Background: an optimization exercise with open tools, aiming at small area and a short achievable clock period. Do not read the settings as production practice.
In this exercise RTL edits were held to simulation tests only and were not proved equivalent to the original.
Power is estimated from default activity; no workload was simulated.

==> cedar <==
==> flow/design.v <==
package cdq_pkg;
    localparam int SLOTS  = 16;
    localparam int ELEM_W = 32;
    localparam int NCELL  = SLOTS - 1;
    localparam int CNT_W  = $clog2(SLOTS);
    localparam logic [CNT_W-1:0] CNT_MAX = CNT_W'(NCELL);
    localparam logic [2:0] OP_PUSH_BACK  = 3'd0;
    localparam logic [2:0] OP_PUSH_FRONT = 3'd1;
    localparam logic [2:0] OP_POP_FRONT  = 3'd2;
    localparam logic [2:0] OP_POP_BACK   = 3'd3;
    localparam logic [2:0] OP_PEEK_FRONT = 3'd4;
    localparam logic [2:0] OP_PEEK_BACK  = 3'd5;
    localparam logic [2:0] OP_CLEAR      = 3'd6;
    localparam logic [1:0] ST_DONE  = 2'd0;
    localparam logic [1:0] ST_EMPTY = 2'd1;
    localparam logic [1:0] ST_FULL  = 2'd2;
    typedef logic [ELEM_W-1:0] t_elem;
endpackage
module circular_deque (
    input  logic                          i_clk,
    input  logic                          i_rst_n,
    input  logic                          i_valid,
    output logic                          o_ready,
    input  logic [2:0]                    i_opcode,
    input  logic [cdq_pkg::ELEM_W-1:0]    i_value,
    output logic                          o_valid,
    input  logic                          i_ready,
    output logic [1:0]                    o_status,
    output logic [cdq_pkg::ELEM_W-1:0]    o_read_value,
    output logic [cdq_pkg::CNT_W-1:0]     o_count,
    output logic                          o_is_empty,
    output logic                          o_is_full
);
    localparam int N = cdq_pkg::NCELL;
    localparam int W = cdq_pkg::ELEM_W;
    cdq_pkg::t_elem            mem [N];
    logic [N-1:0]              r_head;    
    logic [N-1:0]              r_tail;    
    logic [N-1:0]              head_m1, head_p1, tail_m1, tail_p1;
    logic [N-1:0]              n_head, n_tail;
    logic [N-1:0]              r_wr_en;   
    logic [cdq_pkg::CNT_W-1:0] r_count;
    logic [cdq_pkg::CNT_W-1:0] n_count;
    logic                      n_empty, n_full;
    logic                      r_empty, r_full;
    logic                      r_valid;
    logic                      r_idle;     
    logic [1:0]                r_status;
    logic [1:0]                n_status;
    logic [cdq_pkg::CNT_W-1:0] r_out_count;
    logic                      r_out_empty, r_out_full;
    cdq_pkg::t_elem            r_rd;
    cdq_pkg::t_elem            n_rd;
    logic [N-1:0]              rd_sel;
    logic                      in_acc;
    logic                      push_b, push_f, pop_f, pop_b, rd_any, clr;
    assign o_ready = r_idle | i_ready;
    assign in_acc  = i_valid & o_ready;
    assign head_m1 = {r_head[0], r_head[N-1:1]};
    assign head_p1 = {r_head[N-2:0], r_head[N-1]};
    assign tail_m1 = {r_tail[0], r_tail[N-1:1]};
    assign tail_p1 = {r_tail[N-2:0], r_tail[N-1]};
    always_comb begin
        push_b   = 1'b0;
        push_f   = 1'b0;
        pop_f    = 1'b0;
        pop_b    = 1'b0;
        rd_any   = 1'b0;
        clr      = 1'b0;
        n_status = cdq_pkg::ST_DONE;
        case (i_opcode)
            cdq_pkg::OP_PUSH_BACK:  if (r_full) n_status = cdq_pkg::ST_FULL; else push_b = 1'b1;
            cdq_pkg::OP_PUSH_FRONT: if (r_full) n_status = cdq_pkg::ST_FULL; else push_f = 1'b1;
            cdq_pkg::OP_POP_FRONT:  if (r_empty) n_status = cdq_pkg::ST_EMPTY; else begin pop_f = 1'b1; rd_any = 1'b1; end
            cdq_pkg::OP_POP_BACK:   if (r_empty) n_status = cdq_pkg::ST_EMPTY; else begin pop_b = 1'b1; rd_any = 1'b1; end
            cdq_pkg::OP_PEEK_FRONT: if (r_empty) n_status = cdq_pkg::ST_EMPTY; else rd_any = 1'b1;
            cdq_pkg::OP_PEEK_BACK:  if (r_empty) n_status = cdq_pkg::ST_EMPTY; else rd_any = 1'b1;
            cdq_pkg::OP_CLEAR:      clr = 1'b1;
            default: ;
        endcase
    end
    always_comb begin
        n_count = r_count;
        if (clr) n_count = '0;
        else if (push_b | push_f) n_count = r_count + 1'b1;
        else if (pop_f | pop_b) n_count = r_count - 1'b1;
    end
    assign n_empty = (n_count == '0);
    assign n_full  = (n_count == cdq_pkg::CNT_MAX);
    assign rd_sel = i_opcode[0] ? tail_m1 : r_head;
    cdq_pkg::t_elem rd_acc [N+1];
    assign rd_acc[0] = '0;
    for (genvar g = 0; g < N; g++) begin : g_rd
        assign rd_acc[g+1] = rd_acc[g] | (mem[g] & {W{rd_sel[g]}});
    end
    assign n_rd = rd_acc[N] & {W{rd_any}};
    always_comb begin
        n_head = r_head;
        n_tail = r_tail;
        if (in_acc) begin
            if (push_f) n_head = head_m1;
            else if (pop_f) n_head = head_p1;
            if (clr) n_tail = r_head;
            else if (push_b) n_tail = tail_p1;
            else if (pop_b) n_tail = tail_m1;
        end
    end
    for (genvar g = 0; g < N; g++) begin : g_slot
        always_ff @(posedge i_clk) begin
            if (r_wr_en[g]) mem[g] <= i_value;
        end
    end
    always_ff @(posedge i_clk) begin
        if (!i_rst_n) begin
            r_head  <= {{(N-1){1'b0}}, 1'b1};
            r_tail  <= {{(N-1){1'b0}}, 1'b1};
            r_wr_en <= {1'b1, {(N-2){1'b0}}, 1'b1};
            r_count <= '0;
            r_empty <= 1'b1;
            r_full  <= 1'b0;
            r_valid <= 1'b0;
            r_idle  <= 1'b1;
            r_status    <= cdq_pkg::ST_DONE;
            r_rd        <= '0;
            r_out_count <= '0;
            r_out_empty <= 1'b1;
            r_out_full  <= 1'b0;
        end else begin
            r_head  <= n_head;
            r_tail  <= n_tail;
            if (in_acc ? n_full : r_full) r_wr_en <= '0;
            else r_wr_en <= {n_head[0], n_head[N-1:1]} | n_tail;
            if (in_acc) begin
                r_count <= n_count;
                r_empty <= n_empty;
                r_full  <= n_full;
                r_valid <= 1'b1;
                r_idle  <= 1'b0;
            end else if (i_ready) begin
                r_valid <= 1'b0;
                r_idle  <= 1'b1;
            end
            if (o_ready) begin
                r_status    <= n_status;
                r_rd        <= n_rd;
                r_out_count <= n_count;
                r_out_empty <= n_empty;
                r_out_full  <= n_full;
            end
        end
    end
    assign o_valid      = r_valid;
    assign o_status     = r_status;
    assign o_read_value = r_rd;
    assign o_count      = r_out_count;
    assign o_is_empty   = r_out_empty;
    assign o_is_full    = r_out_full;
endmodule
==> flow/flow/run.sh <==
#!/bin/bash
# Standard layout, except that the port buffers are plain buffers
# (buf_2) instead of the delay buffer buffer_ports picks by default.
set -o pipefail
export BUFFER_PORTS_ARGS="-buffer_cell sky130_fd_sc_hd__buf_2"
bash standard.sh > standard.log 2>&1
==> flow/standard.sh <==
#!/bin/bash
# synth_recipe.tcl (not shown) runs the flow's synth.tcl, then flattens the netlist and writes it again
# the make line also repeats each setting of config.mk as NAME=value (left out here)
make -C /OpenROAD-flow-scripts/flow DESIGN_CONFIG=/design/flow/config.mk WORK_HOME=/design/flow/orfs CLKGATE_MAP_FILE= SYNTH_SCRIPT=/design/flow/synth_recipe.tcl "${@:-finish}"
==> flow/config.mk <==
export PLATFORM = sky130hd
export DESIGN_NAME = circular_deque
export DESIGN_NICKNAME = circular_deque
export VERILOG_FILES = /design/flow/design.v
export SDC_FILE = /design/flow/constraint.sdc
export NUM_CORES = 4
export LEC_CHECK = 0
export CAP_MARGIN = 20
export CORE_MARGIN = 2
export CORE_UTILIZATION = 40
export CTS_CLUSTER_DIAMETER = 100
export CTS_CLUSTER_SIZE = 25
export SETUP_SLACK_MARGIN = 1.3
export SLEW_MARGIN = 20
==> flow/constraint.sdc <==
create_clock -name core_clock -period 3.2 [get_ports {i_clk}]
set_input_delay 0.6400 -clock core_clock [delete_from_list [all_inputs] [get_ports {i_clk}]]
set_output_delay 0.6400 -clock core_clock [all_outputs]
set_load 0.01 [all_outputs]
==> violet (differences from cedar) <==
--- a/flow/design.v
+++ b/flow/design.v
@@ -37,14 +37,11 @@
     logic [N-1:0]              r_head;    
     logic [N-1:0]              r_tail;    
     logic [N-1:0]              head_m1, head_p1, tail_m1, tail_p1;
-    logic [N-1:0]              n_head, n_tail;
-    logic [N-1:0]              r_wr_en;   
     logic [cdq_pkg::CNT_W-1:0] r_count;
     logic [cdq_pkg::CNT_W-1:0] n_count;
     logic                      n_empty, n_full;
     logic                      r_empty, r_full;
     logic                      r_valid;
-    logic                      r_idle;     
     logic [1:0]                r_status;
     logic [1:0]                n_status;
     logic [cdq_pkg::CNT_W-1:0] r_out_count;
@@ -54,7 +51,7 @@
     logic [N-1:0]              rd_sel;
     logic                      in_acc;
     logic                      push_b, push_f, pop_f, pop_b, rd_any, clr;
-    assign o_ready = r_idle | i_ready;
+    assign o_ready = ~r_valid | i_ready;
     assign in_acc  = i_valid & o_ready;
     assign head_m1 = {r_head[0], r_head[N-1:1]};
     assign head_p1 = {r_head[N-2:0], r_head[N-1]};
@@ -94,51 +91,37 @@
         assign rd_acc[g+1] = rd_acc[g] | (mem[g] & {W{rd_sel[g]}});
     end
     assign n_rd = rd_acc[N] & {W{rd_any}};
-    always_comb begin
-        n_head = r_head;
-        n_tail = r_tail;
-        if (in_acc) begin
-            if (push_f) n_head = head_m1;
-            else if (pop_f) n_head = head_p1;
-            if (clr) n_tail = r_head;
-            else if (push_b) n_tail = tail_p1;
-            else if (pop_b) n_tail = tail_m1;
-        end
-    end
     for (genvar g = 0; g < N; g++) begin : g_slot
         always_ff @(posedge i_clk) begin
-            if (r_wr_en[g]) mem[g] <= i_value;
+            if (!r_full && (head_m1[g] || r_tail[g])) mem[g] <= i_value;
         end
     end
     always_ff @(posedge i_clk) begin
         if (!i_rst_n) begin
             r_head  <= {{(N-1){1'b0}}, 1'b1};
             r_tail  <= {{(N-1){1'b0}}, 1'b1};
-            r_wr_en <= {1'b1, {(N-2){1'b0}}, 1'b1};
             r_count <= '0;
             r_empty <= 1'b1;
             r_full  <= 1'b0;
             r_valid <= 1'b0;
-            r_idle  <= 1'b1;
             r_status    <= cdq_pkg::ST_DONE;
             r_rd        <= '0;
             r_out_count <= '0;
             r_out_empty <= 1'b1;
             r_out_full  <= 1'b0;
         end else begin
-            r_head  <= n_head;
-            r_tail  <= n_tail;
-            if (in_acc ? n_full : r_full) r_wr_en <= '0;
-            else r_wr_en <= {n_head[0], n_head[N-1:1]} | n_tail;
             if (in_acc) begin
                 r_count <= n_count;
                 r_empty <= n_empty;
                 r_full  <= n_full;
                 r_valid <= 1'b1;
-                r_idle  <= 1'b0;
+                if (push_f) r_head <= head_m1;
+                else if (pop_f) r_head <= head_p1;
+                if (clr) r_tail <= r_head;
+                else if (push_b) r_tail <= tail_p1;
+                else if (pop_b) r_tail <= tail_m1;
             end else if (i_ready) begin
                 r_valid <= 1'b0;
-                r_idle  <= 1'b1;
             end
             if (o_ready) begin
                 r_status    <= n_status;
==> flow/run.sh (new file) <==
#!/bin/bash
# synth_recipe.tcl (not shown) runs the flow's synth.tcl, then flattens the netlist and writes it again
# the make line also repeats each setting of config.mk as NAME=value (left out here)
make -C /OpenROAD-flow-scripts/flow DESIGN_CONFIG=/design/flow/config.mk WORK_HOME=/design/flow/orfs CLKGATE_MAP_FILE= SYNTH_SCRIPT=/design/flow/synth_recipe.tcl finish
--- a/flow/config.mk
+++ b/flow/config.mk
@@ -5,6 +5,7 @@
 export SDC_FILE = /design/flow/constraint.sdc
 export NUM_CORES = 4
 export LEC_CHECK = 0
+export ABC_AREA = 1
 export CAP_MARGIN = 20
 export CORE_MARGIN = 2
 export CORE_UTILIZATION = 40
removed: flow/flow/run.sh
removed: flow/standard.sh
==> comparison table <==
| quantity | cedar | violet |
|---|---|---|
| Peak ir drop on the vdd network | 0.5190 mV | 0.3830 mV |
| Worst stage delay on the critical path | 0.41 ns | 0.34 ns |
| Via count of the first global-routing pass | 12.88k | 15.73k |
| Share of the final layout cell area in multi-input gates | 20.81% | 23.16% |
| Critical path arrival | 2.51 ns | 1.34 ns |
| Part of the total power dissipated in combinational logic | 7.8% | 13.5% |
| Result of the run | finished clean | finished clean |
| Violation count after the first detailed-route iteration | 2,335 | 2,141 |
| Cell leakage power | 8.336 nW | 9.544 nW |
| Top cell type's share of synthesized area | 68.06% | 63.77% |
| Initial antenna violation count | 3 | 1 |
| Post-CTS Setup Bufs | 48 | 2 |
| Number of well taps | 688 | 756 |
| Routed metal-1 wire length | 27,420 microns | 29,660 microns |
| Area Overhead vs Synth | 18.41% | 13.61% |

re-timing with driven ports:
No port has a modelled driver above. Below, the same layouts with a new extraction and two added sets of constraints. Step 1, drivers: a clkbuf_16 drives i_clk and a buf_2 each remaining input, both assumed. Step 2, shift: input delay + t, output delay - t, t = (earliest + latest rising clock arrival at the registers) / 2. This alone moves slack from input paths to output paths. Three values: no drivers, after step 1, after step 2; two values: the first two.
run	t, ns	setup slack, ns	worst setup path at the end
cedar	0.663	1.212 / 1.200 / 0.537	input to register
violet	0.662	1.225 / 1.167 / 0.796	input to register
After both steps every run listed still meets setup and hold. For cedar, which loses most, drivers alone change the setup slack by -0.012 ns; drivers and shift together by -0.675 ns.
